From an optimization exercise on the open Yosys and OpenROAD flow, aimed at small area, a short achievable clock period and few clock cycles; shortcuts taken in it are not production practice. At most, simulation tests tie the RTL to the original design; equivalence was not proved. No functional check of the RTL was part of run 2. Power and IR drop assume default switching activity.

==> flow/design.v (outline; a module is shown in full before it is edited, if it fits) <==
// module rtc_fields_to_epoch_seconds_unit: 1299 lines
module rtc_fields_to_epoch_seconds_unit (
  input  logic      clk,
  input  logic      rst,
  input  logic      start,
  output logic      busy,
  input  rfes_pkg::rfes_in_t  fields,
  output logic      done,
  output rfes_pkg::rfes_out_t result,
  input  logic      cfg_write,
  input  logic      cfg_index,
  input  logic      cfg_data
);
  // ...
==> flow/flow/run.sh <==
#!/bin/bash
# Standard layout, with the port buffers made of the smallest buffer cell and
# Yosys's generic fine-grained ABC pass skipped, so that the adders written as
# gates reach full-adder extraction as written.
set -euo pipefail
bash standard.sh SYNTH_ARGS=-noabc BUFFER_PORTS_ARGS="-buffer_cell sky130_fd_sc_hd__buf_1" finish > standard_flow.log 2>&1
==> flow/standard.sh <==
#!/bin/bash
# synth_recipe.tcl (not shown) runs the flow's synth.tcl, then flattens the netlist and writes it again
# the make line also repeats each setting of config.mk as NAME=value (left out here)
make -C /OpenROAD-flow-scripts/flow DESIGN_CONFIG=/design/flow/config.mk WORK_HOME=/design/flow/orfs CLKGATE_MAP_FILE= SYNTH_SCRIPT=/design/flow/synth_recipe.tcl "${@:-finish}"
==> flow/config.mk <==
export PLATFORM = sky130hd
export DESIGN_NAME = rtc_fields_to_epoch_seconds_unit
export DESIGN_NICKNAME = rtc_fields_to_epoch_seconds_unit
export VERILOG_FILES = /design/flow/design.v
export SDC_FILE = /design/flow/constraint.sdc
export NUM_CORES = 4
export LEC_CHECK = 0
export CAP_MARGIN = 0
export CORE_MARGIN = 2
export CORE_UTILIZATION = 40
export CTS_BUF_LIST = sky130_fd_sc_hd__clkbuf_8
export SETUP_SLACK_MARGIN = 4.2
export SLEW_MARGIN = 0
==> flow/constraint.sdc <==
create_clock -name core_clock -period 8.0 [get_ports {clk}]
set_input_delay 1.6000 -clock core_clock [delete_from_list [all_inputs] [get_ports {clk}]]
set_output_delay 1.6000 -clock core_clock [all_outputs]
set_load 0.01 [all_outputs]
==> flow_results.org, run 1 <==
** Flow run
- Max-cap violations in this run came to 0.

** Timing
- Final Max Slew Viols :: 0
- Measured against its own limit, the worst slew margin works out to 61.6%.

** Cells and area
- Non-clock inverters in the final layout number 80.
- 463 cells are multi-input combinational gates.
- Most common cell after layout, fill and taps aside :: buf_1
- Share of final-layout standard cells stronger than drive strength 1 :: 7.43%
- Core Util, Final :: 43.9%

** Logic synthesis
- A synthesized cell averages 9.67 sq um.
- Among all flip-flop cells after synthesis, the most frequent one is dfxtp_1.
- The cell area that synthesis handed to floorplanning was 6670 sq um.
- For this run, the number of Yosys warnings is 1.
- The synthesized netlist devotes 4.20% of its cell area to XOR and XNOR gates.
- Fraction of synthesized cell area taken by the top area cell type :: 26.7%

** Route
- Per-cell via count in the routed design :: ~4.8
- Once detail routing completed, the nets flagged for antenna violations numbered 0.

** Clock network
- The number of setup buffers added after CTS is 2.

** Power and ir drop
- Switching share of total power :: 43.7%
- Power dissipated in combinational cells :: roughly 2.2 mW
- In this run the power density over the cells is 443 nW/um^2.
- Summed over all cells, the static leakage comes to 3.25 nW.

** Global routing
- Global routing used between 10% and 20% of the available tracks.

** Setup path
- Counting buffers and inverters, the worst setup path is 13 cells deep.
- The worst setup path is captured at a flop.

** Run status
- The run finished with no timing, DRC or antenna violations.

** Place
- Area after detailed placement :: between 6000 and 7000 sq um
Testbench counts, summed over its fixed seeds: cycles 2,112.
==> module rtc_fields_to_epoch_seconds_unit, before the edit <==
module rtc_fields_to_epoch_seconds_unit (
  input  logic      clk,
  input  logic      rst,
  input  logic      start,
  output logic      busy,
  input  rfes_pkg::rfes_in_t  fields,
  output logic      done,
  output rfes_pkg::rfes_out_t result,
  input  logic      cfg_write,
  input  logic      cfg_index,
  input  logic      cfg_data
);
  logic        bcd_mode;
  logic        twelve_hour_mode;
  always_ff @(posedge clk) begin
    if (rst) begin
      bcd_mode         <= 1'b1;
      twelve_hour_mode <= 1'b0;
    end else if (cfg_write) begin
      case (cfg_index)
        rfes_pkg::CFG_BCD_MODE:  bcd_mode         <= cfg_data;
        rfes_pkg::CFG_TWELVE_HR: twelve_hour_mode <= cfg_data;
        default:       bcd_mode         <= bcd_mode;
      endcase
    end
  end
  assign busy = 1'b0;
  logic [5:0]  sec6;
  logic [5:0]  min6;
  logic [4:0]  hv5;
  logic [4:0]  day5;
  logic [6:0]  yr7;
  logic [3:0]  mon4;
  logic [3:0]  h4;
  logic [4:0]  hr5;
  logic        leap;
  logic [3:0]  ml;
  logic [1:0]  fields_r;
  logic        err_sec, err_min, err_hr, err_day, err_mon, err_yr, err_all;
  logic t0;
  logic t1;
  logic t2;
  logic t3;
  logic t4;
  logic t5;
  logic t6;
  logic t7;
  logic t8;
  logic t9;
  logic t10;
  logic t11;
  logic t12;
  logic t13;
  logic t14;
  logic t15;
  logic t16;
  logic t17;
  logic t18;
  logic t19;
  logic t20;
  logic t21;
  logic t22;
  logic t23;
  logic t24;
  logic t25;
  logic t26;
  logic t27;
  logic t28;
  logic t29;
  logic t30;
  logic t31;
  logic t32;
  logic t33;
  logic t34;
  logic t35;
  logic t36;
  logic t37;
  logic t38;
  logic t39;
  logic t40;
  logic t41;
  logic t42;
  logic t43;
  logic t44;
  logic t45;
  logic t46;
  logic t47;
  logic t48;
  logic t49;
  logic t50;
  logic t51;
  logic t52;
  logic t53;
  logic t54;
  logic t55;
  logic t56;
  logic t57;
  logic t58;
  logic t59;
  logic t60;
  logic t61;
  logic t62;
  logic t63;
  logic t64;
  logic t65;
  logic t66;
  logic t67;
  logic t68;
  logic t69;
  logic t70;
  logic t71;
  logic t72;
  logic t73;
  logic t74;
  logic t75;
  logic t76;
  logic t77;
  logic t78;
  logic t79;
  logic t80;
  logic t81;
  logic t82;
  logic t83;
  logic t84;
  logic t85;
  logic t86;
  logic t87;
  logic t88;
  logic t89;
  logic t90;
  logic t91;
  logic t92;
  logic t93;
  logic t94;
  logic t95;
  logic t96;
  logic t97;
  logic t98;
  logic t99;
  logic t100;
  logic t101;
  logic t102;
  logic t103;
  logic t104;
  logic t105;
  logic t106;
  logic t107;
  logic t108;
  logic t109;
  logic t110;
  logic t111;
  logic t112;
  logic t113;
  logic t114;
  logic t115;
  logic t116;
  logic t117;
  logic t118;
  logic t119;
  logic t120;
  logic t121;
  logic t122;
  logic t123;
  logic t124;
  logic t125;
  logic t126;
  logic t127;
  logic t128;
  logic t129;
  logic t130;
  logic t131;
  logic t132;
  logic t133;
  logic t134;
  logic t135;
  assign t0 = bcd_mode & fields.raw_seconds[4];
  assign t1 = bcd_mode & fields.raw_seconds[5];
  assign t2 = bcd_mode ? fields.raw_seconds[6] : fields.raw_seconds[4];
  assign t3 = ~bcd_mode & fields.raw_seconds[5];
  assign t4 = ~bcd_mode & fields.raw_seconds[6];
  assign t5 = fields.raw_seconds[3] ^ fields.raw_seconds[4];
  assign t6 = fields.raw_seconds[3] & fields.raw_seconds[4];
  assign t7 = fields.raw_seconds[5] ^ t3;
  assign t8 = fields.raw_seconds[5] & t3;
  assign t9 = fields.raw_seconds[6] ^ t4;
  assign t10 = fields.raw_seconds[6] & t4;
  assign t11 = fields.raw_seconds[1] ^ t0;
  assign t12 = fields.raw_seconds[2] ^ t1;
  assign t13 = t2 ^ t5;
  assign t14 = t7 ^ t6;
  assign t15 = t9 ^ t8;
  assign t16 = fields.raw_seconds[1] & t0;
  assign t17 = fields.raw_seconds[2] & t1;
  assign t18 = t2 & t5;
  assign t19 = t7 & t6;
  assign t20 = t9 & t8;
  assign t21 = t17 | (t12 & t16);
  assign t22 = t12 & t11;
  assign t23 = t19 | (t14 & t18);
  assign t24 = t14 & t13;
  assign t25 = t18 | (t13 & t21);
  assign t26 = t13 & t22;
  assign t27 = t23 | (t24 & t21);
  assign t28 = t24 & t22;
  assign t29 = t20 | (t15 & t27);
  assign t30 = t12 ^ t16;
  assign t31 = t13 ^ t21;
  assign t32 = t14 ^ t25;
  assign t33 = t15 ^ t27;
  assign t34 = bcd_mode & fields.raw_minutes[4];
  assign t35 = bcd_mode & fields.raw_minutes[5];
  assign t36 = bcd_mode ? fields.raw_minutes[6] : fields.raw_minutes[4];
  assign t37 = ~bcd_mode & fields.raw_minutes[5];
  assign t38 = ~bcd_mode & fields.raw_minutes[6];
  assign t39 = fields.raw_minutes[3] ^ fields.raw_minutes[4];
  assign t40 = fields.raw_minutes[3] & fields.raw_minutes[4];
  assign t41 = fields.raw_minutes[5] ^ t37;
  assign t42 = fields.raw_minutes[5] & t37;
  assign t43 = fields.raw_minutes[6] ^ t38;
  assign t44 = fields.raw_minutes[6] & t38;
  assign t45 = fields.raw_minutes[1] ^ t34;
  assign t46 = fields.raw_minutes[2] ^ t35;
  assign t47 = t36 ^ t39;
  assign t48 = t41 ^ t40;
  assign t49 = t43 ^ t42;
  assign t50 = fields.raw_minutes[1] & t34;
  assign t51 = fields.raw_minutes[2] & t35;
  assign t52 = t36 & t39;
  assign t53 = t41 & t40;
  assign t54 = t43 & t42;
  assign t55 = t51 | (t46 & t50);
  assign t56 = t46 & t45;
  assign t57 = t53 | (t48 & t52);
  assign t58 = t48 & t47;
  assign t59 = t52 | (t47 & t55);
  assign t60 = t47 & t56;
  assign t61 = t57 | (t58 & t55);
  assign t62 = t58 & t56;
  assign t63 = t54 | (t49 & t61);
  assign t64 = t46 ^ t50;
  assign t65 = t47 ^ t55;
  assign t66 = t48 ^ t59;
  assign t67 = t49 ^ t61;
  assign t68 = bcd_mode & fields.raw_monthday[4];
  assign t69 = bcd_mode & fields.raw_monthday[5];
  assign t70 = ~bcd_mode & fields.raw_monthday[4];
  assign t71 = ~bcd_mode & fields.raw_monthday[5];
  assign t72 = fields.raw_monthday[3] ^ fields.raw_monthday[4];
  assign t73 = fields.raw_monthday[3] & fields.raw_monthday[4];
  assign t74 = fields.raw_monthday[5] ^ t71;
  assign t75 = fields.raw_monthday[5] & t71;
  assign t76 = fields.raw_monthday[1] ^ t68;
  assign t77 = fields.raw_monthday[2] ^ t69;
  assign t78 = t70 ^ t72;
  assign t79 = t74 ^ t73;
  assign t80 = fields.raw_monthday[1] & t68;
  assign t81 = fields.raw_monthday[2] & t69;
  assign t82 = t70 & t72;
  assign t83 = t74 & t73;
  assign t84 = t81 | (t77 & t80);
  assign t85 = t77 & t76;
  assign t86 = t83 | (t79 & t82);
  assign t87 = t82 | (t78 & t84);
  assign t88 = t78 & t85;
  assign t89 = t86 | (t79 & t84);
  assign t90 = t77 ^ t80;
  assign t91 = t78 ^ t84;
  assign t92 = t79 ^ t87;
  assign t93 = bcd_mode & fields.raw_year[4];
  assign t94 = bcd_mode & fields.raw_year[5];
  assign t95 = bcd_mode ? fields.raw_year[6] : fields.raw_year[4];
  assign t96 = bcd_mode ? fields.raw_year[7] : fields.raw_year[5];
  assign t97 = ~bcd_mode & fields.raw_year[6];
  assign t98 = ~bcd_mode & fields.raw_year[7];
  assign t99 = fields.raw_year[3] ^ fields.raw_year[4];
  assign t100 = fields.raw_year[3] & fields.raw_year[4];
  assign t101 = fields.raw_year[5] ^ t96;
  assign t102 = fields.raw_year[5] & t96;
  assign t103 = fields.raw_year[6] ^ t97;
  assign t104 = fields.raw_year[6] & t97;
  assign t105 = fields.raw_year[7] ^ t98;
  assign t106 = fields.raw_year[7] & t98;
  assign t107 = fields.raw_year[1] ^ t93;
  assign t108 = fields.raw_year[2] ^ t94;
  assign t109 = t95 ^ t99;
  assign t110 = t101 ^ t100;
  assign t111 = t103 ^ t102;
  assign t112 = t105 ^ t104;
  assign t113 = fields.raw_year[1] & t93;
  assign t114 = fields.raw_year[2] & t94;
  assign t115 = t95 & t99;
  assign t116 = t101 & t100;
  assign t117 = t103 & t102;
  assign t118 = t105 & t104;
  assign t119 = t114 | (t108 & t113);
  assign t120 = t108 & t107;
  assign t121 = t116 | (t110 & t115);
  assign t122 = t110 & t109;
  assign t123 = t118 | (t112 & t117);
  assign t124 = t115 | (t109 & t119);
  assign t125 = t109 & t120;
  assign t126 = t121 | (t122 & t119);
  assign t127 = t122 & t120;
  assign t128 = t117 | (t111 & t126);
  assign t129 = t111 & t127;
  assign t130 = t123 | (t112 & t126);
  assign t131 = t108 ^ t113;
  assign t132 = t109 ^ t119;
  assign t133 = t110 ^ t124;
  assign t134 = t111 ^ t126;
  assign t135 = t112 ^ t128;
  assign sec6 = {t33, t32, t31, t30, t11, fields.raw_seconds[0]};
  assign min6 = {t67, t66, t65, t64, t45, fields.raw_minutes[0]};
  always_comb begin
    if (!bcd_mode) begin
      hv5 = fields.raw_hours[4:0];
    end else if (fields.raw_hours[5]) begin
      hv5 = {3'b101, fields.raw_hours[1:0]};
    end else if (fields.raw_hours[4]) begin
      hv5 = rfes_pkg::plus10(fields.raw_hours[3:0]);
    end else begin
      hv5 = {1'b0, fields.raw_hours[3:0]};
    end
  end
  assign day5 = {t92, t91, t90, t76, fields.raw_monthday[0]};
  assign yr7 = {t135, t134, t133, t132, t131, t107, fields.raw_year[0]};
  always_comb begin
    err_sec = bcd_mode ? rfes_pkg::bcd_gt59(fields.raw_seconds) : rfes_pkg::gt8(fields.raw_seconds, 8'd59);
    err_min = bcd_mode ? rfes_pkg::bcd_gt59(fields.raw_minutes) : rfes_pkg::gt8(fields.raw_minutes, 8'd59);
    if (twelve_hour_mode) begin
      err_hr = bcd_mode ? rfes_pkg::bcd_bad_1_12(fields.raw_hours[6:0]) :
                          ((fields.raw_hours[6:0] == 7'd0) ||
                           rfes_pkg::gt8({1'b0, fields.raw_hours[6:0]}, 8'd12));
    end else begin
      err_hr = bcd_mode ? rfes_pkg::bcd_gt23(fields.raw_hours) : rfes_pkg::gt8(fields.raw_hours, 8'd23);
    end
    err_mon = bcd_mode ? (rfes_pkg::bcd_bad_1_12(fields.raw_month[6:0]) || fields.raw_month[7]) :
                         ((fields.raw_month == 8'd0) || rfes_pkg::gt8(fields.raw_month, 8'd12));
    err_yr  = bcd_mode ? rfes_pkg::bcd_gt99(fields.raw_year) : rfes_pkg::gt8(fields.raw_year, 8'd99);
  end
  always_comb begin
    if (bcd_mode && fields.raw_month[4]) begin
      mon4 = {1'b1, fields.raw_month[1], ~fields.raw_month[1], fields.raw_month[0]};
    end else begin
      mon4 = fields.raw_month[3:0];
    end
    if (bcd_mode && fields.raw_hours[4]) begin
      h4 = {1'b1, fields.raw_hours[1], ~fields.raw_hours[1], fields.raw_hours[0]};
    end else begin
      h4 = fields.raw_hours[3:0];
    end
    hr5 = twelve_hour_mode ? rfes_pkg::hour12(h4, fields.raw_hours[7]) : hv5;
    if (bcd_mode) begin
      leap = !fields.raw_year[0] && (fields.raw_year[1] == fields.raw_year[4]);
    end else begin
      leap = (fields.raw_year[1:0] == 2'b00);
    end
    ml[0] = (mon4 == 4'd2) && !leap;
    ml[1] = (mon4 == 4'd2) && leap;
    ml[2] = (mon4 == 4'd4) || (mon4 == 4'd6) || (mon4 == 4'd9) || (mon4 == 4'd11);
    ml[3] = !(ml[0] || ml[1] || ml[2]);
    err_day = (fields.raw_monthday == 8'd0) || rfes_pkg::day_gt(fields.raw_monthday, bcd_mode, ml);
    err_all = err_sec || err_min || err_hr || err_day || err_mon || err_yr;
    if (bcd_mode) begin
      fields_r = {fields.raw_year[1] ^ fields.raw_year[4], fields.raw_year[0]};
    end else begin
      fields_r = fields.raw_year[1:0];
    end
  end
  logic [3:0]  mona;
  logic [2:0]  monb;
  assign mona[0] = (mon4 == 4'd1) || (mon4 == 4'd5) || (mon4 == 4'd9);
  assign mona[1] = (mon4 == 4'd2) || (mon4 == 4'd6) || (mon4 == 4'd10);
  assign mona[2] = (mon4 == 4'd3) || (mon4 == 4'd7) || (mon4 == 4'd11);
  assign mona[3] = (mon4 == 4'd4) || (mon4 == 4'd8) || (mon4 == 4'd12);
  assign monb[0] = (mon4 == 4'd1) || (mon4 == 4'd2) || (mon4 == 4'd3) || (mon4 == 4'd4);
  assign monb[1] = (mon4 == 4'd5) || (mon4 == 4'd6) || (mon4 == 4'd7) || (mon4 == 4'd8);
  assign monb[2] = (mon4 == 4'd9) || (mon4 == 4'd10) || (mon4 == 4'd11) || (mon4 == 4'd12);
  logic        v_q;
  logic        err_q;
  logic [4:0]  q_q;
  logic [1:0]  r_q;
  logic [3:0]  mona_q;   
  logic [2:0]  monb_q;   
  logic [4:0]  day_q;
  logic [4:0]  hr_q;
  logic [5:0]  min_q;
  logic [5:0]  sec_q;
  logic        leap_q;
  always_ff @(posedge clk) begin
    if (rst) begin
      v_q <= 1'b0;
    end else begin
      v_q <= start;
    end
  end
  always_ff @(posedge clk) begin
    err_q <= err_all;
    q_q   <= yr7[6:2];
    r_q   <= fields_r;
    mona_q <= mona;
    monb_q <= monb;
    day_q <= day5;
    hr_q  <= hr5;
    min_q <= min6;
    sec_q <= sec6;
    leap_q <= leap;
  end
  logic [31:0] epoch;
  logic [31:0] tab;
  logic [12:1] mon_q;
  assign mon_q[1] = mona_q[0] & monb_q[0];
  assign mon_q[2] = mona_q[1] & monb_q[0];
  assign mon_q[3] = mona_q[2] & monb_q[0];
  assign mon_q[4] = mona_q[3] & monb_q[0];
  assign mon_q[5] = mona_q[0] & monb_q[1];
  assign mon_q[6] = mona_q[1] & monb_q[1];
  assign mon_q[7] = mona_q[2] & monb_q[1];
  assign mon_q[8] = mona_q[3] & monb_q[1];
  assign mon_q[9] = mona_q[0] & monb_q[2];
  assign mon_q[10] = mona_q[1] & monb_q[2];
  assign mon_q[11] = mona_q[2] & monb_q[2];
  assign mon_q[12] = mona_q[3] & monb_q[2];
  assign tab[0] = 1'b0;
  assign tab[1] = 1'b0;
  assign tab[2] = 1'b0;
  assign tab[3] = 1'b0;
  assign tab[4] = 1'b0;
  assign tab[5] = 1'b0;
  assign tab[6] = 1'b0;
  assign tab[7] = (mon_q[1] & ~leap_q) | (mon_q[2] & leap_q) | mon_q[4] | mon_q[5] | mon_q[8] | mon_q[11] | mon_q[12];
  assign tab[8] = (mon_q[1] & ~leap_q) | mon_q[5] | mon_q[7] | mon_q[8] | mon_q[10] | mon_q[11];
  assign tab[9] = mon_q[1] | (mon_q[2] & ~leap_q) | mon_q[4] | mon_q[5] | mon_q[6] | mon_q[7] | mon_q[11];
  assign tab[10] = mon_q[3] | mon_q[5] | mon_q[6] | mon_q[10];
  assign tab[11] = mon_q[3] | mon_q[4] | mon_q[10] | mon_q[11] | mon_q[12];
  assign tab[12] = (mon_q[1] & leap_q) | (mon_q[2] & leap_q) | mon_q[5] | mon_q[6] | mon_q[12];
  assign tab[13] = (mon_q[1] & leap_q) | (mon_q[2] & ~leap_q) | mon_q[4] | mon_q[5] | mon_q[7] | mon_q[9] | mon_q[10];
  assign tab[14] = mon_q[1] | (mon_q[2] & leap_q) | mon_q[4] | mon_q[5] | mon_q[6] | mon_q[7] | mon_q[8];
  assign tab[15] = (mon_q[1] & ~leap_q) | (mon_q[2] & ~leap_q) | mon_q[3] | mon_q[5] | mon_q[6] | mon_q[10] | mon_q[11];
  assign tab[16] = (mon_q[1] & leap_q) | (mon_q[2] & ~leap_q) | mon_q[4] | mon_q[6] | mon_q[7] | mon_q[9] | mon_q[11] | mon_q[12];
  assign tab[17] = (mon_q[1] & ~leap_q) | mon_q[2] | mon_q[8] | mon_q[9] | mon_q[10] | mon_q[11] | mon_q[12];
  assign tab[18] = 1'b0;
  assign tab[19] = mon_q[1] | mon_q[3] | mon_q[5] | mon_q[7] | mon_q[9] | mon_q[11];
  assign tab[20] = mon_q[2] | mon_q[3] | mon_q[6] | mon_q[7] | mon_q[10] | mon_q[11];
  assign tab[21] = mon_q[2] | mon_q[5] | mon_q[7] | mon_q[8] | mon_q[10];
  assign tab[22] = mon_q[1] | mon_q[2] | mon_q[4] | mon_q[5] | mon_q[8] | mon_q[11];
  assign tab[23] = mon_q[3] | mon_q[4] | mon_q[5] | mon_q[9] | mon_q[10] | mon_q[11];
  assign tab[24] = mon_q[6] | mon_q[7] | mon_q[8] | mon_q[9] | mon_q[10] | mon_q[11];
  assign tab[25] = mon_q[12];
  assign tab[26] = 1'b0;
  assign tab[27] = 1'b0;
  assign tab[28] = 1'b0;
  assign tab[29] = 1'b0;
  assign tab[30] = 1'b0;
  assign tab[31] = 1'b0;
  logic t136;
  logic t137;
  logic t138;
  logic t139;
  logic t140;
  logic t141;
  logic t142;
  logic t143;
  logic t144;
  logic t145;
  logic t146;
  logic t147;
  logic t148;
  logic t149;
  logic t150;
  logic t151;
  logic t152;
  logic t153;
  logic t154;
  logic t155;
  logic t156;
  logic t157;
  logic t158;
  logic t159;
  logic t160;
  logic t161;
  logic t162;
  logic t163;
  logic t164;
  logic t165;
  logic t166;
  logic t167;
  logic t168;
  logic t169;
  logic t170;
  logic t171;
  logic t172;
  logic t173;
  logic t174;
  logic t175;
  logic t176;
  logic t177;
  logic t178;
  logic t179;
  logic t180;
  logic t181;
  logic t182;
  logic t183;
  logic t184;
  logic t185;
  logic t186;
  logic t187;
  logic t188;
  logic t189;
  logic t190;
  logic t191;
  logic t192;
  logic t193;
  logic t194;
  logic t195;
  logic t196;
  logic t197;
  logic t198;
  logic t199;
  logic t200;
  logic t201;
  logic t202;
  logic t203;
  logic t204;
  logic t205;
  logic t206;
  logic t207;
  logic t208;
  logic t209;
  logic t210;
  logic t211;
  logic t212;
  logic t213;
  logic t214;
  logic t215;
  logic t216;
  logic t217;
  logic t218;
  logic t219;
  logic t220;
  logic t221;
  logic t222;
  logic t223;
  logic t224;
  logic t225;
  logic t226;
  logic t227;
  logic t228;
  logic t229;
  logic t230;
  logic t231;
  logic t232;
  logic t233;
  logic t234;
  logic t235;
  logic t236;
  logic t237;
  logic t238;
  logic t239;
  logic t240;
  logic t241;
  logic t242;
  logic t243;
  logic t244;
  logic t245;
  logic t246;
  logic t247;
  logic t248;
  logic t249;
  logic t250;
  logic t251;
  logic t252;
  logic t253;
  logic t254;
  logic t255;
  logic t256;
  logic t257;
  logic t258;
  logic t259;
  logic t260;
  logic t261;
  logic t262;
  logic t263;
  logic t264;
  logic t265;
  logic t266;
  logic t267;
  logic t268;
  logic t269;
  logic t270;
  logic t271;
  logic t272;
  logic t273;
  logic t274;
  logic t275;
  logic t276;
  logic t277;
  logic t278;
  logic t279;
  logic t280;
  logic t281;
  logic t282;
  logic t283;
  logic t284;
  logic t285;
  logic t286;
  logic t287;
  logic t288;
  logic t289;
  logic t290;
  logic t291;
  logic t292;
  logic t293;
  logic t294;
  logic t295;
  logic t296;
  logic t297;
  logic t298;
  logic t299;
  logic t300;
  logic t301;
  logic t302;
  logic t303;
  logic t304;
  logic t305;
  logic t306;
  logic t307;
  logic t308;
  logic t309;
  logic t310;
  logic t311;
  logic t312;
  logic t313;
  logic t314;
  logic t315;
  logic t316;
  logic t317;
  logic t318;
  logic t319;
  logic t320;
  logic t321;
  logic t322;
  logic t323;
  logic t324;
  logic t325;
  logic t326;
  logic t327;
  logic t328;
  logic t329;
  logic t330;
  logic t331;
  logic t332;
  logic t333;
  logic t334;
  logic t335;
  logic t336;
  logic t337;
  logic t338;
  logic t339;
  logic t340;
  logic t341;
  logic t342;
  logic t343;
  logic t344;
  logic t345;
  logic t346;
  logic t347;
  logic t348;
  logic t349;
  logic t350;
  logic t351;
  logic t352;
  logic t353;
  logic t354;
  logic t355;
  logic t356;
  logic t357;
  logic t358;
  logic t359;
  logic t360;
  logic t361;
  logic t362;
  logic t363;
  logic t364;
  logic t365;
  logic t366;
  logic t367;
  logic t368;
  logic t369;
  logic t370;
  logic t371;
  logic t372;
  logic t373;
  logic t374;
  logic t375;
  logic t376;
  logic t377;
  logic t378;
  logic t379;
  logic t380;
  logic t381;
  logic t382;
  logic t383;
  logic t384;
  logic t385;
  logic t386;
  logic t387;
  logic t388;
  logic t389;
  logic t390;
  logic t391;
  logic t392;
  logic t393;
  logic t394;
  logic t395;
  logic t396;
  logic t397;
  logic t398;
  logic t399;
  logic t400;
  logic t401;
  logic t402;
  logic t403;
  logic t404;
  logic t405;
  logic t406;
  logic t407;
  logic t408;
  logic t409;
  logic t410;
  logic t411;
  logic t412;
  logic t413;
  logic t414;
  logic t415;
  logic t416;
  logic t417;
  logic t418;
  logic t419;
  logic t420;
  logic t421;
  logic t422;
  logic t423;
  logic t424;
  logic t425;
  logic t426;
  logic t427;
  logic t428;
  assign t136 = ~q_q[0] ^ day_q[0];
  assign t137 = ~q_q[0] & day_q[0];
  assign t138 = ~q_q[1] ^ day_q[1] ^ day_q[0];
  assign t139 = (~q_q[1] & day_q[1]) | (day_q[0] & (~q_q[1] ^ day_q[1]));
  assign t140 = ~q_q[2] ^ day_q[2];
  assign t141 = ~q_q[2] & day_q[2];
  assign t142 = ~q_q[3] ^ day_q[3] ^ day_q[2];
  assign t143 = (~q_q[3] & day_q[3]) | (day_q[2] & (~q_q[3] ^ day_q[3]));
  assign t144 = ~q_q[4] ^ day_q[4] ^ day_q[3];
  assign t145 = (~q_q[4] & day_q[4]) | (day_q[3] & (~q_q[4] ^ day_q[4]));
  assign t146 = day_q[4] ^ day_q[0];
  assign t147 = day_q[4] & day_q[0];
  assign t148 = q_q[0] ^ day_q[1];
  assign t149 = q_q[0] & day_q[1];
  assign t150 = q_q[1] ^ day_q[2];
  assign t151 = q_q[1] & day_q[2];
  assign t152 = q_q[2] ^ day_q[3];
  assign t153 = q_q[2] & day_q[3];
  assign t154 = q_q[3] ^ day_q[4] ^ day_q[2];
  assign t155 = (q_q[3] & day_q[4]) | (day_q[2] & (q_q[3] ^ day_q[4]));
  assign t156 = q_q[4] ^ ~q_q[0];
  assign t157 = q_q[4] & ~q_q[0];
  assign t158 = hr_q[3] ^ ~min_q[5] ^ min_q[1];
  assign t159 = (hr_q[3] & ~min_q[5]) | (min_q[1] & (hr_q[3] ^ ~min_q[5]));
  assign t160 = hr_q[4] ^ min_q[2] ^ ~r_q[1];
  assign t161 = (hr_q[4] & min_q[2]) | (~r_q[1] & (hr_q[4] ^ min_q[2]));
  assign t162 = tab[8] ^ t137;
  assign t163 = tab[8] & t137;
  assign t164 = day_q[1] ^ ~hr_q[0] ^ min_q[3];
  assign t165 = (day_q[1] & ~hr_q[0]) | (min_q[3] & (day_q[1] ^ ~hr_q[0]));
  assign t166 = tab[9] ^ t140 ^ t139;
  assign t167 = (tab[9] & t140) | (t139 & (tab[9] ^ t140));
  assign t168 = ~hr_q[1] ^ min_q[4] ^ r_q[0];
  assign t169 = (~hr_q[1] & min_q[4]) | (r_q[0] & (~hr_q[1] ^ min_q[4]));
  assign t170 = tab[10] ^ t141 ^ t142;
  assign t171 = (tab[10] & t141) | (t142 & (tab[10] ^ t141));
  assign t172 = ~hr_q[2] ^ min_q[5] ^ r_q[1];
  assign t173 = (~hr_q[2] & min_q[5]) | (r_q[1] & (~hr_q[2] ^ min_q[5]));
  assign t174 = tab[11] ^ t144 ^ t143;
  assign t175 = (tab[11] & t144) | (t143 & (tab[11] ^ t144));
  assign t176 = ~hr_q[3] ^ hr_q[0] ^ ~r_q[0];
  assign t177 = (~hr_q[3] & hr_q[0]) | (~r_q[0] & (~hr_q[3] ^ hr_q[0]));
  assign t178 = tab[12] ^ t146 ^ t145;
  assign t179 = (tab[12] & t146) | (t145 & (tab[12] ^ t146));
  assign t180 = ~hr_q[4] ^ hr_q[1] ^ ~r_q[1];
  assign t181 = (~hr_q[4] & hr_q[1]) | (~r_q[1] & (~hr_q[4] ^ hr_q[1]));
  assign t182 = tab[13] ^ t148 ^ t147;
  assign t183 = (tab[13] & t148) | (t147 & (tab[13] ^ t148));
  assign t184 = day_q[0] ^ hr_q[2] ^ r_q[0];
  assign t185 = (day_q[0] & hr_q[2]) | (r_q[0] & (day_q[0] ^ hr_q[2]));
  assign t186 = tab[14] ^ t150 ^ t149;
  assign t187 = (tab[14] & t150) | (t149 & (tab[14] ^ t150));
  assign t188 = day_q[1] ^ hr_q[3] ^ r_q[1];
  assign t189 = (day_q[1] & hr_q[3]) | (r_q[1] & (day_q[1] ^ hr_q[3]));
  assign t190 = tab[15] ^ t152 ^ t151;
  assign t191 = (tab[15] & t152) | (t151 & (tab[15] ^ t152));
  assign t192 = day_q[0] ^ hr_q[4] ^ r_q[0];
  assign t193 = (day_q[0] & hr_q[4]) | (r_q[0] & (day_q[0] ^ hr_q[4]));
  assign t194 = tab[16] ^ t153 ^ t154;
  assign t195 = (tab[16] & t153) | (t154 & (tab[16] ^ t153));
  assign t196 = day_q[3] ^ day_q[1] ^ r_q[1];
  assign t197 = (day_q[3] & day_q[1]) | (r_q[1] & (day_q[3] ^ day_q[1]));
  assign t198 = tab[17] ^ t156 ^ t155;
  assign t199 = (tab[17] & t156) | (t155 & (tab[17] ^ t156));
  assign t200 = ~q_q[1] ^ day_q[4] ^ day_q[2];
  assign t201 = (~q_q[1] & day_q[4]) | (day_q[2] & (~q_q[1] ^ day_q[4]));
  assign t202 = 1'b1 ^ t157;
  assign t203 = 1'b1 & t157;
  assign t204 = ~q_q[2] ^ q_q[0] ^ day_q[3];
  assign t205 = (~q_q[2] & q_q[0]) | (day_q[3] & (~q_q[2] ^ q_q[0]));
  assign t206 = ~q_q[3] ^ q_q[1];
  assign t207 = ~q_q[3] & q_q[1];
  assign t208 = ~q_q[4] ^ q_q[2];
  assign t209 = ~q_q[4] & q_q[2];
  assign t210 = ~r_q[0] ^ tab[7];
  assign t211 = ~r_q[0] & tab[7];
  assign t212 = t138 ^ t160 ^ t159;
  assign t213 = (t138 & t160) | (t159 & (t138 ^ t160));
  assign t214 = t164 ^ t161 ^ t163;
  assign t215 = (t164 & t161) | (t163 & (t164 ^ t161));
  assign t216 = t168 ^ t165 ^ t170;
  assign t217 = (t168 & t165) | (t170 & (t168 ^ t165));
  assign t218 = t172 ^ t169 ^ t174;
  assign t219 = (t172 & t169) | (t174 & (t172 ^ t169));
  assign t220 = t176 ^ t173 ^ t178;
  assign t221 = (t176 & t173) | (t178 & (t176 ^ t173));
  assign t222 = t180 ^ t177 ^ t182;
  assign t223 = (t180 & t177) | (t182 & (t180 ^ t177));
  assign t224 = t184 ^ t181 ^ t186;
  assign t225 = (t184 & t181) | (t186 & (t184 ^ t181));
  assign t226 = t188 ^ t185 ^ t190;
  assign t227 = (t188 & t185) | (t190 & (t188 ^ t185));
  assign t228 = t192 ^ t189 ^ t191;
  assign t229 = (t192 & t189) | (t191 & (t192 ^ t189));
  assign t230 = t196 ^ t193 ^ t198;
  assign t231 = (t196 & t193) | (t198 & (t196 ^ t193));
  assign t232 = t200 ^ t197 ^ t202;
  assign t233 = (t200 & t197) | (t202 & (t200 ^ t197));
  assign t234 = tab[19] ^ t204 ^ t201;
  assign t235 = (tab[19] & t204) | (t201 & (tab[19] ^ t204));
  assign t236 = day_q[4] ^ tab[20] ^ t206;
  assign t237 = (day_q[4] & tab[20]) | (t206 & (day_q[4] ^ tab[20]));
  assign t238 = ~r_q[0] ^ tab[21] ^ t208;
  assign t239 = (~r_q[0] & tab[21]) | (t208 & (~r_q[0] ^ tab[21]));
  assign t240 = q_q[3] ^ ~r_q[1] ^ tab[22];
  assign t241 = (q_q[3] & ~r_q[1]) | (tab[22] & (q_q[3] ^ ~r_q[1]));
  assign t242 = q_q[4] ^ ~q_q[0];
  assign t243 = q_q[4] & ~q_q[0];
  assign t244 = ~min_q[0] ^ sec_q[2];
  assign t245 = ~min_q[0] & sec_q[2];
  assign t246 = ~min_q[1] ^ sec_q[3];
  assign t247 = ~min_q[1] & sec_q[3];
  assign t248 = hr_q[0] ^ ~min_q[2] ^ sec_q[4];
  assign t249 = (hr_q[0] & ~min_q[2]) | (sec_q[4] & (hr_q[0] ^ ~min_q[2]));
  assign t250 = hr_q[1] ^ ~min_q[3] ^ sec_q[5];
  assign t251 = (hr_q[1] & ~min_q[3]) | (sec_q[5] & (hr_q[1] ^ ~min_q[3]));
  assign t252 = hr_q[2] ^ ~min_q[4] ^ min_q[0];
  assign t253 = (hr_q[2] & ~min_q[4]) | (min_q[0] & (hr_q[2] ^ ~min_q[4]));
  assign t254 = t136 ^ t210 ^ t158;
  assign t255 = (t136 & t210) | (t158 & (t136 ^ t210));
  assign t256 = t211 ^ t162 ^ t212;
  assign t257 = (t211 & t162) | (t212 & (t211 ^ t162));
  assign t258 = t166 ^ t213 ^ t214;
  assign t259 = (t166 & t213) | (t214 & (t166 ^ t213));
  assign t260 = t167 ^ t215 ^ t216;
  assign t261 = (t167 & t215) | (t216 & (t167 ^ t215));
  assign t262 = t171 ^ t218 ^ t217;
  assign t263 = (t171 & t218) | (t217 & (t171 ^ t218));
  assign t264 = t175 ^ t220 ^ t219;
  assign t265 = (t175 & t220) | (t219 & (t175 ^ t220));
  assign t266 = t179 ^ t222 ^ t221;
  assign t267 = (t179 & t222) | (t221 & (t179 ^ t222));
  assign t268 = t183 ^ t224 ^ t223;
  assign t269 = (t183 & t224) | (t223 & (t183 ^ t224));
  assign t270 = t187 ^ t226 ^ t225;
  assign t271 = (t187 & t226) | (t225 & (t187 ^ t226));
  assign t272 = t194 ^ t228 ^ t227;
  assign t273 = (t194 & t228) | (t227 & (t194 ^ t228));
  assign t274 = t195 ^ t229 ^ t230;
  assign t275 = (t195 & t229) | (t230 & (t195 ^ t229));
  assign t276 = t199 ^ t232 ^ t231;
  assign t277 = (t199 & t232) | (t231 & (t199 ^ t232));
  assign t278 = t203 ^ t234 ^ t233;
  assign t279 = (t203 & t234) | (t233 & (t203 ^ t234));
  assign t280 = t205 ^ t236 ^ t235;
  assign t281 = (t205 & t236) | (t235 & (t205 ^ t236));
  assign t282 = t207 ^ t238 ^ t237;
  assign t283 = (t207 & t238) | (t237 & (t207 ^ t238));
  assign t284 = t209 ^ t240 ^ t239;
  assign t285 = (t209 & t240) | (t239 & (t209 ^ t240));
  assign t286 = tab[23] ^ t242 ^ t241;
  assign t287 = (tab[23] & t242) | (t241 & (tab[23] ^ t242));
  assign t288 = ~q_q[1] ^ tab[24] ^ t243;
  assign t289 = (~q_q[1] & tab[24]) | (t243 & (~q_q[1] ^ tab[24]));
  assign t290 = ~q_q[2] ^ r_q[0] ^ tab[25];
  assign t291 = (~q_q[2] & r_q[0]) | (tab[25] & (~q_q[2] ^ r_q[0]));
  assign t292 = ~q_q[3] ^ r_q[1];
  assign t293 = ~q_q[3] & r_q[1];
  assign t294 = ~q_q[4] ^ q_q[0] ^ 1'b1;
  assign t295 = (~q_q[4] & q_q[0]) | (1'b1 & (~q_q[4] ^ q_q[0]));
  assign t296 = 1'b1 ^ t244;
  assign t297 = t246 ^ t245;
  assign t298 = t248 ^ t247;
  assign t299 = t250 ^ t249;
  assign t300 = t252 ^ t251;
  assign t301 = t254 ^ t253;
  assign t302 = t256 ^ t255;
  assign t303 = t258 ^ t257;
  assign t304 = t260 ^ t259;
  assign t305 = t262 ^ t261;
  assign t306 = t264 ^ t263;
  assign t307 = t266 ^ t265;
  assign t308 = t268 ^ t267;
  assign t309 = t270 ^ t269;
  assign t310 = t272 ^ t271;
  assign t311 = 1'b0 ^ 1'b0;
  assign t312 = 1'b1 & t244;
  assign t313 = t246 & t245;
  assign t314 = t248 & t247;
  assign t315 = t250 & t249;
  assign t316 = t252 & t251;
  assign t317 = t254 & t253;
  assign t318 = t256 & t255;
  assign t319 = t258 & t257;
  assign t320 = t260 & t259;
  assign t321 = t262 & t261;
  assign t322 = t264 & t263;
  assign t323 = t266 & t265;
  assign t324 = t268 & t267;
  assign t325 = t270 & t269;
  assign t326 = t272 & t271;
  assign t327 = 1'b0 & 1'b0;
  assign t328 = t313 | (t297 & t312);
  assign t329 = t297 & t296;
  assign t330 = t315 | (t299 & t314);
  assign t331 = t299 & t298;
  assign t332 = t317 | (t301 & t316);
  assign t333 = t301 & t300;
  assign t334 = t319 | (t303 & t318);
  assign t335 = t303 & t302;
  assign t336 = t321 | (t305 & t320);
  assign t337 = t305 & t304;
  assign t338 = t323 | (t307 & t322);
  assign t339 = t307 & t306;
  assign t340 = t325 | (t309 & t324);
  assign t341 = t309 & t308;
  assign t342 = t327 | (t311 & t326);
  assign t343 = t314 | (t298 & t328);
  assign t344 = t298 & t329;
  assign t345 = t330 | (t331 & t328);
  assign t346 = t331 & t329;
  assign t347 = t318 | (t302 & t332);
  assign t348 = t302 & t333;
  assign t349 = t334 | (t335 & t332);
  assign t350 = t335 & t333;
  assign t351 = t322 | (t306 & t336);
  assign t352 = t306 & t337;
  assign t353 = t338 | (t339 & t336);
  assign t354 = t339 & t337;
  assign t355 = t326 | (t310 & t340);
  assign t356 = t310 & t341;
  assign t357 = t342 | (t311 & t340);
  assign t358 = t316 | (t300 & t345);
  assign t359 = t300 & t346;
  assign t360 = t332 | (t333 & t345);
  assign t361 = t333 & t346;
  assign t362 = t347 | (t348 & t345);
  assign t363 = t348 & t346;
  assign t364 = t349 | (t350 & t345);
  assign t365 = t350 & t346;
  assign t366 = t324 | (t308 & t353);
  assign t367 = t308 & t354;
  assign t368 = t340 | (t341 & t353);
  assign t369 = t341 & t354;
  assign t370 = t355 | (t356 & t353);
  assign t371 = t356 & t354;
  assign t372 = t357 | (t311 & t353);
  assign t373 = t320 | (t304 & t364);
  assign t374 = t304 & t365;
  assign t375 = t336 | (t337 & t364);
  assign t376 = t337 & t365;
  assign t377 = t351 | (t352 & t364);
  assign t378 = t352 & t365;
  assign t379 = t353 | (t354 & t364);
  assign t380 = t354 & t365;
  assign t381 = t366 | (t367 & t364);
  assign t382 = t367 & t365;
  assign t383 = t368 | (t369 & t364);
  assign t384 = t369 & t365;
  assign t385 = t370 | (t371 & t364);
  assign t386 = t371 & t365;
  assign t387 = t372 | (t311 & t364);
  assign t388 = t297 ^ t312;
  assign t389 = t298 ^ t328;
  assign t390 = t299 ^ t343;
  assign t391 = t300 ^ t345;
  assign t392 = t301 ^ t358;
  assign t393 = t302 ^ t360;
  assign t394 = t303 ^ t362;
  assign t395 = t304 ^ t364;
  assign t396 = t305 ^ t373;
  assign t397 = t306 ^ t375;
  assign t398 = t307 ^ t377;
  assign t399 = t308 ^ t379;
  assign t400 = t309 ^ t381;
  assign t401 = t310 ^ t383;
  assign t402 = t311 ^ t385;
  assign t403 = t274 ^ t273;
  assign t404 = t274 & t273;
  assign t405 = t276 ^ t275;
  assign t406 = t276 & t275;
  assign t407 = t278 ^ t277;
  assign t408 = t278 & t277;
  assign t409 = t280 ^ t279;
  assign t410 = t280 & t279;
  assign t411 = t282 ^ t281;
  assign t412 = t282 & t281;
  assign t413 = t284 ^ t283;
  assign t414 = t284 & t283;
  assign t415 = t286 ^ t285;
  assign t416 = t286 & t285;
  assign t417 = t288 ^ t287;
  assign t418 = t288 & t287;
  assign t419 = t290 ^ t289;
  assign t420 = t290 & t289;
  assign t421 = t292 ^ t291;
  assign t422 = t292 & t291;
  assign t423 = t294 ^ t293;
  assign t424 = t294 & t293;
  assign t425 = q_q[1] ^ t295;
  assign t426 = q_q[1] & t295;
  assign t427 = q_q[2] ^ 1'b1;
  assign t428 = q_q[2] & 1'b1;
  logic        v2_q;
  logic        err2_q;
  logic        lo_q_0;
  logic        lo_q_1;
  logic        lo_q_2;
  logic        lo_q_3;
  logic        lo_q_4;
  logic        lo_q_5;
  logic        lo_q_6;
  logic        lo_q_7;
  logic        lo_q_8;
  logic        lo_q_9;
  logic        lo_q_10;
  logic        lo_q_11;
  logic        lo_q_12;
  logic        lo_q_13;
  logic        lo_q_14;
  logic        lo_q_15;
  logic        lo_q_16;
  logic        cy_q;
  logic        p_q_17;
  logic        g_q_17;
  logic        p_q_18;
  logic        g_q_18;
  logic        p_q_19;
  logic        g_q_19;
  logic        p_q_20;
  logic        g_q_20;
  logic        p_q_21;
  logic        g_q_21;
  logic        p_q_22;
  logic        g_q_22;
  logic        p_q_23;
  logic        g_q_23;
  logic        p_q_24;
  logic        g_q_24;
  logic        p_q_25;
  logic        g_q_25;
  logic        p_q_26;
  logic        g_q_26;
  logic        p_q_27;
  logic        g_q_27;
  logic        p_q_28;
  logic        g_q_28;
  logic        p_q_29;
  logic        g_q_29;
  logic        p_q_30;
  logic        p_q_31;
  always_ff @(posedge clk) begin
    if (rst) begin
      v2_q <= 1'b0;
    end else begin
      v2_q <= v_q;
    end
  end
  always_ff @(posedge clk) begin
    err2_q <= err_q;
    lo_q_0 <= sec_q[0];
    lo_q_1 <= sec_q[1];
    lo_q_2 <= t296;
    lo_q_3 <= t388;
    lo_q_4 <= t389;
    lo_q_5 <= t390;
    lo_q_6 <= t391;
    lo_q_7 <= t392;
    lo_q_8 <= t393;
    lo_q_9 <= t394;
    lo_q_10 <= t395;
    lo_q_11 <= t396;
    lo_q_12 <= t397;
    lo_q_13 <= t398;
    lo_q_14 <= t399;
    lo_q_15 <= t400;
    lo_q_16 <= t401;
    cy_q <= t402;
    p_q_17 <= t403;
    g_q_17 <= t404;
    p_q_18 <= t405;
    g_q_18 <= t406;
    p_q_19 <= t407;
    g_q_19 <= t408;
    p_q_20 <= t409;
    g_q_20 <= t410;
    p_q_21 <= t411;
    g_q_21 <= t412;
    p_q_22 <= t413;
    g_q_22 <= t414;
    p_q_23 <= t415;
    g_q_23 <= t416;
    p_q_24 <= t417;
    g_q_24 <= t418;
    p_q_25 <= t419;
    g_q_25 <= t420;
    p_q_26 <= t421;
    g_q_26 <= t422;
    p_q_27 <= t423;
    g_q_27 <= t424;
    p_q_28 <= t425;
    g_q_28 <= t426;
    p_q_29 <= t427;
    g_q_29 <= t428;
    p_q_30 <= q_q[3];
    p_q_31 <= q_q[4];
  end
  logic t429;
  logic t430;
  logic t431;
  logic t432;
  logic t433;
  logic t434;
  logic t435;
  logic t436;
  logic t437;
  logic t438;
  logic t439;
  logic t440;
  logic t441;
  logic t442;
  logic t443;
  logic t444;
  logic t445;
  logic t446;
  logic t447;
  logic t448;
  logic t449;
  logic t450;
  logic t451;
  logic t452;
  logic t453;
  logic t454;
  logic t455;
  logic t456;
  logic t457;
  logic t458;
  logic t459;
  logic t460;
  logic t461;
  logic t462;
  logic t463;
  logic t464;
  logic t465;
  logic t466;
  logic t467;
  logic t468;
  logic t469;
  logic t470;
  logic t471;
  logic t472;
  logic t473;
  logic t474;
  logic t475;
  logic t476;
  logic t477;
  logic t478;
  logic t479;
  logic t480;
  logic t481;
  logic t482;
  logic t483;
  logic t484;
  logic t485;
  logic t486;
  logic t487;
  logic t488;
  logic t489;
  logic t490;
  logic t491;
  logic t492;
  logic t493;
  logic t494;
  logic t495;
  logic t496;
  logic t497;
  logic t498;
  logic t499;
  logic t500;
  logic t501;
  logic t502;
  logic t503;
  assign t429 = g_q_17 | (p_q_17 & cy_q);
  assign t430 = p_q_17 & 1'b0;
  assign t431 = g_q_19 | (p_q_19 & g_q_18);
  assign t432 = p_q_19 & p_q_18;
  assign t433 = g_q_21 | (p_q_21 & g_q_20);
  assign t434 = p_q_21 & p_q_20;
  assign t435 = g_q_23 | (p_q_23 & g_q_22);
  assign t436 = p_q_23 & p_q_22;
  assign t437 = g_q_25 | (p_q_25 & g_q_24);
  assign t438 = p_q_25 & p_q_24;
  assign t439 = g_q_27 | (p_q_27 & g_q_26);
  assign t440 = p_q_27 & p_q_26;
  assign t441 = g_q_29 | (p_q_29 & g_q_28);
  assign t442 = p_q_29 & p_q_28;
  assign t443 = 1'b0 | (p_q_31 & 1'b0);
  assign t444 = g_q_18 | (p_q_18 & t429);
  assign t445 = p_q_18 & t430;
  assign t446 = t431 | (t432 & t429);
  assign t447 = t432 & t430;
  assign t448 = g_q_22 | (p_q_22 & t433);
  assign t449 = p_q_22 & t434;
  assign t450 = t435 | (t436 & t433);
  assign t451 = t436 & t434;
  assign t452 = g_q_26 | (p_q_26 & t437);
  assign t453 = p_q_26 & t438;
  assign t454 = t439 | (t440 & t437);
  assign t455 = t440 & t438;
  assign t456 = 1'b0 | (p_q_30 & t441);
  assign t457 = p_q_30 & t442;
  assign t458 = t443 | (p_q_31 & t441);
  assign t459 = g_q_20 | (p_q_20 & t446);
  assign t460 = p_q_20 & t447;
  assign t461 = t433 | (t434 & t446);
  assign t462 = t434 & t447;
  assign t463 = t448 | (t449 & t446);
  assign t464 = t449 & t447;
  assign t465 = t450 | (t451 & t446);
  assign t466 = t451 & t447;
  assign t467 = g_q_28 | (p_q_28 & t454);
  assign t468 = p_q_28 & t455;
  assign t469 = t441 | (t442 & t454);
  assign t470 = t442 & t455;
  assign t471 = t456 | (t457 & t454);
  assign t472 = t457 & t455;
  assign t473 = t458 | (p_q_31 & t454);
  assign t474 = g_q_24 | (p_q_24 & t465);
  assign t475 = p_q_24 & t466;
  assign t476 = t437 | (t438 & t465);
  assign t477 = t438 & t466;
  assign t478 = t452 | (t453 & t465);
  assign t479 = t453 & t466;
  assign t480 = t454 | (t455 & t465);
  assign t481 = t455 & t466;
  assign t482 = t467 | (t468 & t465);
  assign t483 = t468 & t466;
  assign t484 = t469 | (t470 & t465);
  assign t485 = t470 & t466;
  assign t486 = t471 | (t472 & t465);
  assign t487 = t472 & t466;
  assign t488 = t473 | (p_q_31 & t465);
  assign t489 = p_q_17 ^ cy_q;
  assign t490 = p_q_18 ^ t429;
  assign t491 = p_q_19 ^ t444;
  assign t492 = p_q_20 ^ t446;
  assign t493 = p_q_21 ^ t459;
  assign t494 = p_q_22 ^ t461;
  assign t495 = p_q_23 ^ t463;
  assign t496 = p_q_24 ^ t465;
  assign t497 = p_q_25 ^ t474;
  assign t498 = p_q_26 ^ t476;
  assign t499 = p_q_27 ^ t478;
  assign t500 = p_q_28 ^ t480;
  assign t501 = p_q_29 ^ t482;
  assign t502 = p_q_30 ^ t484;
  assign t503 = p_q_31 ^ t486;
  assign epoch = {t503, t502, t501, t500, t499, t498, t497, t496, t495, t494, t493, t492, t491, t490, t489, lo_q_16, lo_q_15, lo_q_14, lo_q_13, lo_q_12, lo_q_11, lo_q_10, lo_q_9, lo_q_8, lo_q_7, lo_q_6, lo_q_5, lo_q_4, lo_q_3, lo_q_2, lo_q_1, lo_q_0};
  assign done   = v2_q;
  assign result = {epoch, err2_q};
endmodule
==> inputs of run 2 (changes only) <==
--- a/flow/design.v
+++ b/flow/design.v
@@ -986,12 +986,12 @@
   assign t161 = (hr_q[4] & min_q[2]) | (~r_q[1] & (hr_q[4] ^ min_q[2]));
-  assign t162 = tab[8] ^ t137;
-  assign t163 = tab[8] & t137;
+  assign t162 = t137 ^ tab[8];
+  assign t163 = t137 & tab[8];
   assign t164 = day_q[1] ^ ~hr_q[0] ^ min_q[3];
   assign t165 = (day_q[1] & ~hr_q[0]) | (min_q[3] & (day_q[1] ^ ~hr_q[0]));
-  assign t166 = tab[9] ^ t140 ^ t139;
-  assign t167 = (tab[9] & t140) | (t139 & (tab[9] ^ t140));
+  assign t166 = t140 ^ tab[9] ^ t139;
+  assign t167 = (t140 & tab[9]) | (t139 & (t140 ^ tab[9]));
   assign t168 = ~hr_q[1] ^ min_q[4] ^ r_q[0];
   assign t169 = (~hr_q[1] & min_q[4]) | (r_q[0] & (~hr_q[1] ^ min_q[4]));
-  assign t170 = tab[10] ^ t141 ^ t142;
-  assign t171 = (tab[10] & t141) | (t142 & (tab[10] ^ t141));
+  assign t170 = t141 ^ tab[10] ^ t142;
+  assign t171 = (t141 & tab[10]) | (t142 & (t141 ^ tab[10]));
   assign t172 = ~hr_q[2] ^ min_q[5] ^ r_q[1];
@@ -1002,24 +1002,24 @@
   assign t177 = (~hr_q[3] & hr_q[0]) | (~r_q[0] & (~hr_q[3] ^ hr_q[0]));
-  assign t178 = tab[12] ^ t146 ^ t145;
-  assign t179 = (tab[12] & t146) | (t145 & (tab[12] ^ t146));
+  assign t178 = t146 ^ tab[12] ^ t145;
+  assign t179 = (t146 & tab[12]) | (t145 & (t146 ^ tab[12]));
   assign t180 = ~hr_q[4] ^ hr_q[1] ^ ~r_q[1];
   assign t181 = (~hr_q[4] & hr_q[1]) | (~r_q[1] & (~hr_q[4] ^ hr_q[1]));
-  assign t182 = tab[13] ^ t148 ^ t147;
-  assign t183 = (tab[13] & t148) | (t147 & (tab[13] ^ t148));
+  assign t182 = t148 ^ t147 ^ tab[13];
+  assign t183 = (t148 & t147) | (tab[13] & (t148 ^ t147));
   assign t184 = day_q[0] ^ hr_q[2] ^ r_q[0];
   assign t185 = (day_q[0] & hr_q[2]) | (r_q[0] & (day_q[0] ^ hr_q[2]));
-  assign t186 = tab[14] ^ t150 ^ t149;
-  assign t187 = (tab[14] & t150) | (t149 & (tab[14] ^ t150));
+  assign t186 = t150 ^ t149 ^ tab[14];
+  assign t187 = (t150 & t149) | (tab[14] & (t150 ^ t149));
   assign t188 = day_q[1] ^ hr_q[3] ^ r_q[1];
   assign t189 = (day_q[1] & hr_q[3]) | (r_q[1] & (day_q[1] ^ hr_q[3]));
-  assign t190 = tab[15] ^ t152 ^ t151;
-  assign t191 = (tab[15] & t152) | (t151 & (tab[15] ^ t152));
+  assign t190 = t152 ^ t151 ^ tab[15];
+  assign t191 = (t152 & t151) | (tab[15] & (t152 ^ t151));
   assign t192 = day_q[0] ^ hr_q[4] ^ r_q[0];
   assign t193 = (day_q[0] & hr_q[4]) | (r_q[0] & (day_q[0] ^ hr_q[4]));
-  assign t194 = tab[16] ^ t153 ^ t154;
-  assign t195 = (tab[16] & t153) | (t154 & (tab[16] ^ t153));
+  assign t194 = t153 ^ tab[16] ^ t154;
+  assign t195 = (t153 & tab[16]) | (t154 & (t153 ^ tab[16]));
   assign t196 = day_q[3] ^ day_q[1] ^ r_q[1];
   assign t197 = (day_q[3] & day_q[1]) | (r_q[1] & (day_q[3] ^ day_q[1]));
-  assign t198 = tab[17] ^ t156 ^ t155;
-  assign t199 = (tab[17] & t156) | (t155 & (tab[17] ^ t156));
+  assign t198 = t156 ^ tab[17] ^ t155;
+  assign t199 = (t156 & tab[17]) | (t155 & (t156 ^ tab[17]));
   assign t200 = ~q_q[1] ^ day_q[4] ^ day_q[2];
@@ -1034,4 +1034,4 @@
   assign t209 = ~q_q[4] & q_q[2];
-  assign t210 = ~r_q[0] ^ tab[7];
-  assign t211 = ~r_q[0] & tab[7];
+  assign t210 = ~r_q[0] ^ t136;
+  assign t211 = ~r_q[0] & t136;
   assign t212 = t138 ^ t160 ^ t159;
@@ -1052,4 +1052,4 @@
   assign t227 = (t188 & t185) | (t190 & (t188 ^ t185));
-  assign t228 = t192 ^ t189 ^ t191;
-  assign t229 = (t192 & t189) | (t191 & (t192 ^ t189));
+  assign t228 = t192 ^ t189 ^ t194;
+  assign t229 = (t192 & t189) | (t194 & (t192 ^ t189));
   assign t230 = t196 ^ t193 ^ t198;
@@ -1060,8 +1060,8 @@
   assign t235 = (tab[19] & t204) | (t201 & (tab[19] ^ t204));
-  assign t236 = day_q[4] ^ tab[20] ^ t206;
-  assign t237 = (day_q[4] & tab[20]) | (t206 & (day_q[4] ^ tab[20]));
-  assign t238 = ~r_q[0] ^ tab[21] ^ t208;
-  assign t239 = (~r_q[0] & tab[21]) | (t208 & (~r_q[0] ^ tab[21]));
-  assign t240 = q_q[3] ^ ~r_q[1] ^ tab[22];
-  assign t241 = (q_q[3] & ~r_q[1]) | (tab[22] & (q_q[3] ^ ~r_q[1]));
+  assign t236 = day_q[4] ^ t206 ^ tab[20];
+  assign t237 = (day_q[4] & t206) | (tab[20] & (day_q[4] ^ t206));
+  assign t238 = ~r_q[0] ^ t208 ^ t207;
+  assign t239 = (~r_q[0] & t208) | (t207 & (~r_q[0] ^ t208));
+  assign t240 = q_q[3] ^ ~r_q[1] ^ t209;
+  assign t241 = (q_q[3] & ~r_q[1]) | (t209 & (q_q[3] ^ ~r_q[1]));
   assign t242 = q_q[4] ^ ~q_q[0];
@@ -1078,4 +1078,4 @@
   assign t253 = (hr_q[2] & ~min_q[4]) | (min_q[0] & (hr_q[2] ^ ~min_q[4]));
-  assign t254 = t136 ^ t210 ^ t158;
-  assign t255 = (t136 & t210) | (t158 & (t136 ^ t210));
+  assign t254 = tab[7] ^ t158 ^ t210;
+  assign t255 = (tab[7] & t158) | (t210 & (tab[7] ^ t158));
   assign t256 = t211 ^ t162 ^ t212;
@@ -1096,6 +1096,6 @@
   assign t271 = (t187 & t226) | (t225 & (t187 ^ t226));
-  assign t272 = t194 ^ t228 ^ t227;
-  assign t273 = (t194 & t228) | (t227 & (t194 ^ t228));
-  assign t274 = t195 ^ t229 ^ t230;
-  assign t275 = (t195 & t229) | (t230 & (t195 ^ t229));
+  assign t272 = t191 ^ t228 ^ t227;
+  assign t273 = (t191 & t228) | (t227 & (t191 ^ t228));
+  assign t274 = t195 ^ t230 ^ t229;
+  assign t275 = (t195 & t230) | (t229 & (t195 ^ t230));
   assign t276 = t199 ^ t232 ^ t231;
@@ -1106,10 +1106,10 @@
   assign t281 = (t205 & t236) | (t235 & (t205 ^ t236));
-  assign t282 = t207 ^ t238 ^ t237;
-  assign t283 = (t207 & t238) | (t237 & (t207 ^ t238));
-  assign t284 = t209 ^ t240 ^ t239;
-  assign t285 = (t209 & t240) | (t239 & (t209 ^ t240));
-  assign t286 = tab[23] ^ t242 ^ t241;
-  assign t287 = (tab[23] & t242) | (t241 & (tab[23] ^ t242));
-  assign t288 = ~q_q[1] ^ tab[24] ^ t243;
-  assign t289 = (~q_q[1] & tab[24]) | (t243 & (~q_q[1] ^ tab[24]));
+  assign t282 = tab[21] ^ t238 ^ t237;
+  assign t283 = (tab[21] & t238) | (t237 & (tab[21] ^ t238));
+  assign t284 = tab[22] ^ t240 ^ t239;
+  assign t285 = (tab[22] & t240) | (t239 & (tab[22] ^ t240));
+  assign t286 = t242 ^ tab[23] ^ t241;
+  assign t287 = (t242 & tab[23]) | (t241 & (t242 ^ tab[23]));
+  assign t288 = ~q_q[1] ^ t243 ^ tab[24];
+  assign t289 = (~q_q[1] & t243) | (tab[24] & (~q_q[1] ^ t243));
   assign t290 = ~q_q[2] ^ r_q[0] ^ tab[25];
--- a/flow/config.mk
+++ b/flow/config.mk
@@ -7,3 +7,3 @@
 export LEC_CHECK = 0
-export CAP_MARGIN = 0
+export CAP_MARGIN = 20
 export CORE_MARGIN = 2
@@ -12,2 +12,2 @@
 export SETUP_SLACK_MARGIN = 4.2
-export SLEW_MARGIN = 0
+export SLEW_MARGIN = 20
==> flow_results.org, run 2 <==
** Global routing
- Wire length of the first global-routing pass :: 22.5 mm (was 22.7 mm)
- Total overflow reported by the global router :: 0 (unchanged)
- Via count of the first global-routing pass :: 4651 (was 4627)
- GRT Resource Usage Total :: 16.1% (about the same)
- The largest net degree at the start of global routing was 33 (was 31).
- Initial antenna violation count :: 0 (unchanged)

** Clock network
- Hold Buf Count CTS :: 0 (unchanged)
- Insertion delay to the later sink of the worst-skew pair :: 0.38 ns (about the same)
- Clock sink count :: 89 (unchanged)
- The deepest clock path buffer count came to 2 (unchanged).
- The register clock-pin slew on the reported worst setup and hold paths is 0.09 ns (was 0.10 ns).
- Clock Root Buffer :: clkbuf_8 (unchanged)
- CTS tree :: yes (unchanged)
- The number of buffers inserted during clock tree synthesis is 9 (unchanged).
- Count of H-tree levels built during CTS :: 3 (unchanged)

** Setup path
- Critical path data arrival time :: 4.02 ns (was 3.99 ns)
- The internal reg-to-reg setup slack came to 4.24 ns (was 4.33 ns).
- The beginning of the worst register-to-register path was day_q[4] (unchanged).
- Worst Setup End Kind :: flop (unchanged)
- Delay of the slowest cell on the worst path :: 0.54 ns (was 0.57 ns)
- Worst setup path class :: flop to flop (unchanged)
- CP Cell Sequence :: inv_2, fa_1, inv_1, fa_1, fa_1, fa_1, ha_4, a21o_1, a21o_1, nand2_2, o211a_4, nor2_4, or3_1 (was inv_1, fa_1, inv_1, fa_1, fa_1, fa_1, ha_4, a21oi_4, nand2b_1, a21oi_2, o21bai_2, a41oi_2, xnor2_1)
- The largest delay contributor family on the critical path was adder cells (unchanged).
- The maximum net fanout on the critical path was 4 (unchanged).
- Type of origin of the critical path :: flop (unchanged)
- The library cell contributing the largest single delay on the critical path is fa_1 (unchanged).
- Worst Reg-to-Reg Cells :: 13 (unchanged)
- Data required time at the worst endpoint :: 8.26 ns (was 8.31 ns)
- The most repeated library cell on the critical path is fa_1 (unchanged).
- The count of buffering cells on the critical path with inverters included was 2 (unchanged).
- Reg2reg end :: cy_q (was lo_q_16)

** Logic synthesis
- Number of nets in the synthesized netlist :: 868 (was 881)
- Cells taking the most area after synthesis :: dfxtp_1 (27%), fa_1 (23%), ha_1 (11%), inv_1 (4.4%), buf_4 (3.9%) (unchanged)
- Dominant synthesized flop cell :: dfxtp_1 (unchanged)
- Total of flip-flops plus latches after synthesis :: 89 (unchanged)
- The most repeated cell in the gate-level netlist after synthesis was dfxtp_1 (unchanged).
- Area of the mapped netlist :: 6670 sq um (about the same)
- Sequential element share of the synthesized area :: 26.7% (about the same)
- The number of warning messages in the yosys log was 1 (unchanged).
- Gate count of the mapped netlist :: 677 (was 690)
- Fraction of synthesized cell area taken by the top area cell type :: 26.7% (about the same)
- FFs w/ async S/R, synth :: 0% (unchanged)
- Post-synth top area cell :: dfxtp_1 (unchanged)
- The number of distinct standard cells referenced by the synthesized netlist came to 68 (was 62).
- The per-instance average area after synthesis came to 9.85 sq um (was 9.67 sq um).
- EDFF count, synth :: 0 (unchanged)
- Leading cell types by count after synthesis :: dfxtp_1 (89), inv_1 (79), fa_1 (76) (unchanged)

** Cells and area
- Layout overhead on the synthesized area :: 9.93% (was 8.33%)
- Number of inserted diodes :: 0 (unchanged)
- Largest registers in the final layout: min_q x6, sec_q x6 (unchanged).
- Count of filler cells inserted in the layout :: 1606 (was 1665)
- The area taken by flip-flops and latches is 1810 sq um (was 1800 sq um).
- Most common cell after layout, fill and taps aside :: buf_1 (unchanged)
- The share of layout cells above drive strength 1 is 9.93% (was 7.43%).
- Multi-input logic area :: 4300 sq um (was 4280 sq um)
- Number of nets in the layout :: 921 (was 926)
- Leading cell types in the layout, fill and taps excluded :: buf_1 (86), inv_1 (76), dfxtp_1 (76) (was buf_1 (84), inv_1 (79), dfxtp_1 (76))

** Timing
- Final Max Slew Viols :: 0 (unchanged)
- Setup repair after global routing missed its margin: yes (unchanged).
- The clock tree skew after final layout is 0.0150 ns (was 0.0162 ns).
- Tmin final :: 3.76 ns (was 3.67 ns)
- Tightest Pin Transition :: 0.950 ns (was 0.576 ns)
- The share of the clock period used by the worst path came to 47.0% (was 45.9%).
- The number of endpoints failing setup at the final stage came to 0 (unchanged).
- The final-report hold violation count came to 0 (unchanged).
- The headroom to the max-slew limit is 36.6% (was 61.6%).
- TNS Setup :: 0 ns (unchanged)
- The setup slack of the critical path after layout came to 4.24 ns (was 4.33 ns).
- The achievable clock frequency is 266 MHz (was 272 MHz).

** Floorplan
- Effective utilization at floorplan :: 40.6% (was 40.5%)
- The site row count was 47 (unchanged).
- Die X-Extent :: 133 um (about the same)
- Top-level I/O count :: 89 (unchanged)
- Std-Cell Core Area :: 16400 sq um (was 16500 sq um)
- Height of the die :: 133 um (about the same)
- The overall die area came to 17700 sq um (about the same).

** Route
- Total Wirelength :: 13.8 mm (was 13.6 mm)
- The post-route antenna net violation count came to 0 (unchanged).
- The detailed-route via count is 4676 (was 4650).
- The detail-routed net length per standard cell was 14.4 um (was 14.2 um).
- The number of iterations in the first detailed-routing pass came to 4 (unchanged).
- Number of DRC violations after detailed-routing iteration 0 :: 149 (was 201)
- DRC violations left :: 0 (unchanged)
- The via density per instance is 4.90 (was 4.84).

** Power and ir drop
- Reg power frac :: 20.9% (was 22.7%)
- Part of the power in combinational logic :: 69.3% (was 67.4%)
- The switching component of the power came to 1.54 mW (was 1.40 mW).
- Largest voltage drop on the vdd net :: 0.329 mV (was 0.296 mV)
- Pint :: 1.99 mW (was 1.81 mW)
- Power density relative to cell area :: 481 nW/um^2 (was 443 nW/um^2)
- Switching share of total power :: 43.5% (was 43.7%)
- The power share of the clock group is 9.8% (was 9.9%).
- Static leakage :: 3.25 nW (about the same)

** Run status
- Run status :: complete, no violations (unchanged)

** Place
- The worst setup slack before clock tree synthesis came to 3.98 ns (was 4.09 ns).
- The count of port buffers added during placement came to 87 (unchanged).
- The detailed placer's ending HPWL was 11.4 mm (was 11.1 mm).
- The final RePlAce weighted congestion came to 0.833 (was 0.926).

** Hold path
- The worst min-delay path startpoint was sec_q[0] (unchanged).
- The hold path endpoint was lo_q_0 (unchanged).
- The cell depth of the worst hold path is 0 (unchanged).
- Class of the most critical hold timing path :: flop to flop (unchanged)

** Flow run
- Max-capacitance violation count :: 0 (unchanged)
-- run 2: cell count changes after synthesis, sizes merged, moves of 3 or more --
| cell | change |
|---|---|
| o211a | +3 |
| nor2 | -6 |
| clkbuf | -3 |
| o211ai | -4 |
| o21ai | -5 |
| a21oi | -6 |
| and2 | +5 |
-- run 2: worst max path at each step --
stage	from	endpoint	slack, ns	cells after the start
finish	day_q[4]	cy_q	4.24	13
global route	day_q[1]	cy_q	4.13	12
detailed placement	day_q[4]	cy_q	3.98	13
CTS	day_q[2]	cy_q	4.16	13
global placement	day_q[4]	cy_q	4.08	13
floorplan	day_q[4]	cy_q	4.22	13
-- run 2: worst register-to-register path: cells and delay by family, from the launching register on --
kind / cells / cell delay, ns
fa+ha+maj: 5 / 2.17
buf+inv: 2 / 0.10
simple gates: 3 / 0.46
flops: 1 / 0.38
compound gates: 3 / 0.53
-- run 2: routing by layer --
metal,share of wire [%],vias to the layer above,GRT usage (%)
met3,4.7,17,3.68
met1,49,2224,22.4
li1,-,2317,-
met2,45,118,24.9
met4,1.7,0,5.02
met5,0,-,0
-- run 2: cell type report --
class	instances	area share [%]
clock buffers	9	1.69
repair buffers	98	5.70
flip-flops and latches	89	24.7
well taps	220	3.76
multi-input cells	453	58.7
inverters	79	4.08
clock inverters	7	1.38
-- run 2: through the flow --
step / util, % / instances / total power [mW] / hold WS [ns] / cell area, sq um
floorplan: - / 677 / 2.48 / 0.310 / 6670
global placement: 42.0 / 928 / 2.82 / 0.310 / 6890
detailed placement: 42.0 / 928 / 2.87 / 0.316 / 6890
global route: 44.7 / 955 / 3.93 / 0.339 / 7330
CTS: 43.7 / 946 / 3.32 / 0.336 / 7160
finish: 44.7 / 955 / 3.53 / 0.332 / 7330
-- run 2: logic make-up (layout without fill, tap and decap cells) --
family | Yosys count | in the layout | share of synthesized area (%)
mux | 1 | 1 | 0.169
simple gates | 154 | 154 | 11.5
fa+ha+maj | 137 | 137 | 34.3
compound gates | 127 | 127 | 12.8
xor+xnor | 33 | 33 | 4.34
flops | 89 | 89 | 26.7
other cells | 1 | 1 | 0.0563
buf+inv | 135 | 193 | 10.2
-- run 2: power groups by stage --
stage | Sequential (mW) | Combinational (mW) | Clock (mW)
after CTS | 0.736 | 2.22 | 0.359
after global routing | 0.757 | 2.79 | 0.377
after floorplan | 0.707 | 1.78 | 0
after detailed placement | 0.746 | 2.12 | 0
after global placement | 0.739 | 2.08 | 0
final | 0.736 | 2.44 | 0.346
-- run 2: what timing repair did --
item / in CTS / in global routing
cloned: 0 / 0
pin swaps: 5 / 12
setup endpoints to repair: 6 / 9
setup buffers: 2 / 9
gates resized for setup: 13 / 35

Re-timed with assumed drivers on the ports (clkbuf_16 on the clock, buf_2 on other inputs), run 2 has 4.240 ns of setup slack against 4.240 ns with ideal ports, and 4.240 ns once port delays also move by the mid clock arrival of 0.405 ns.
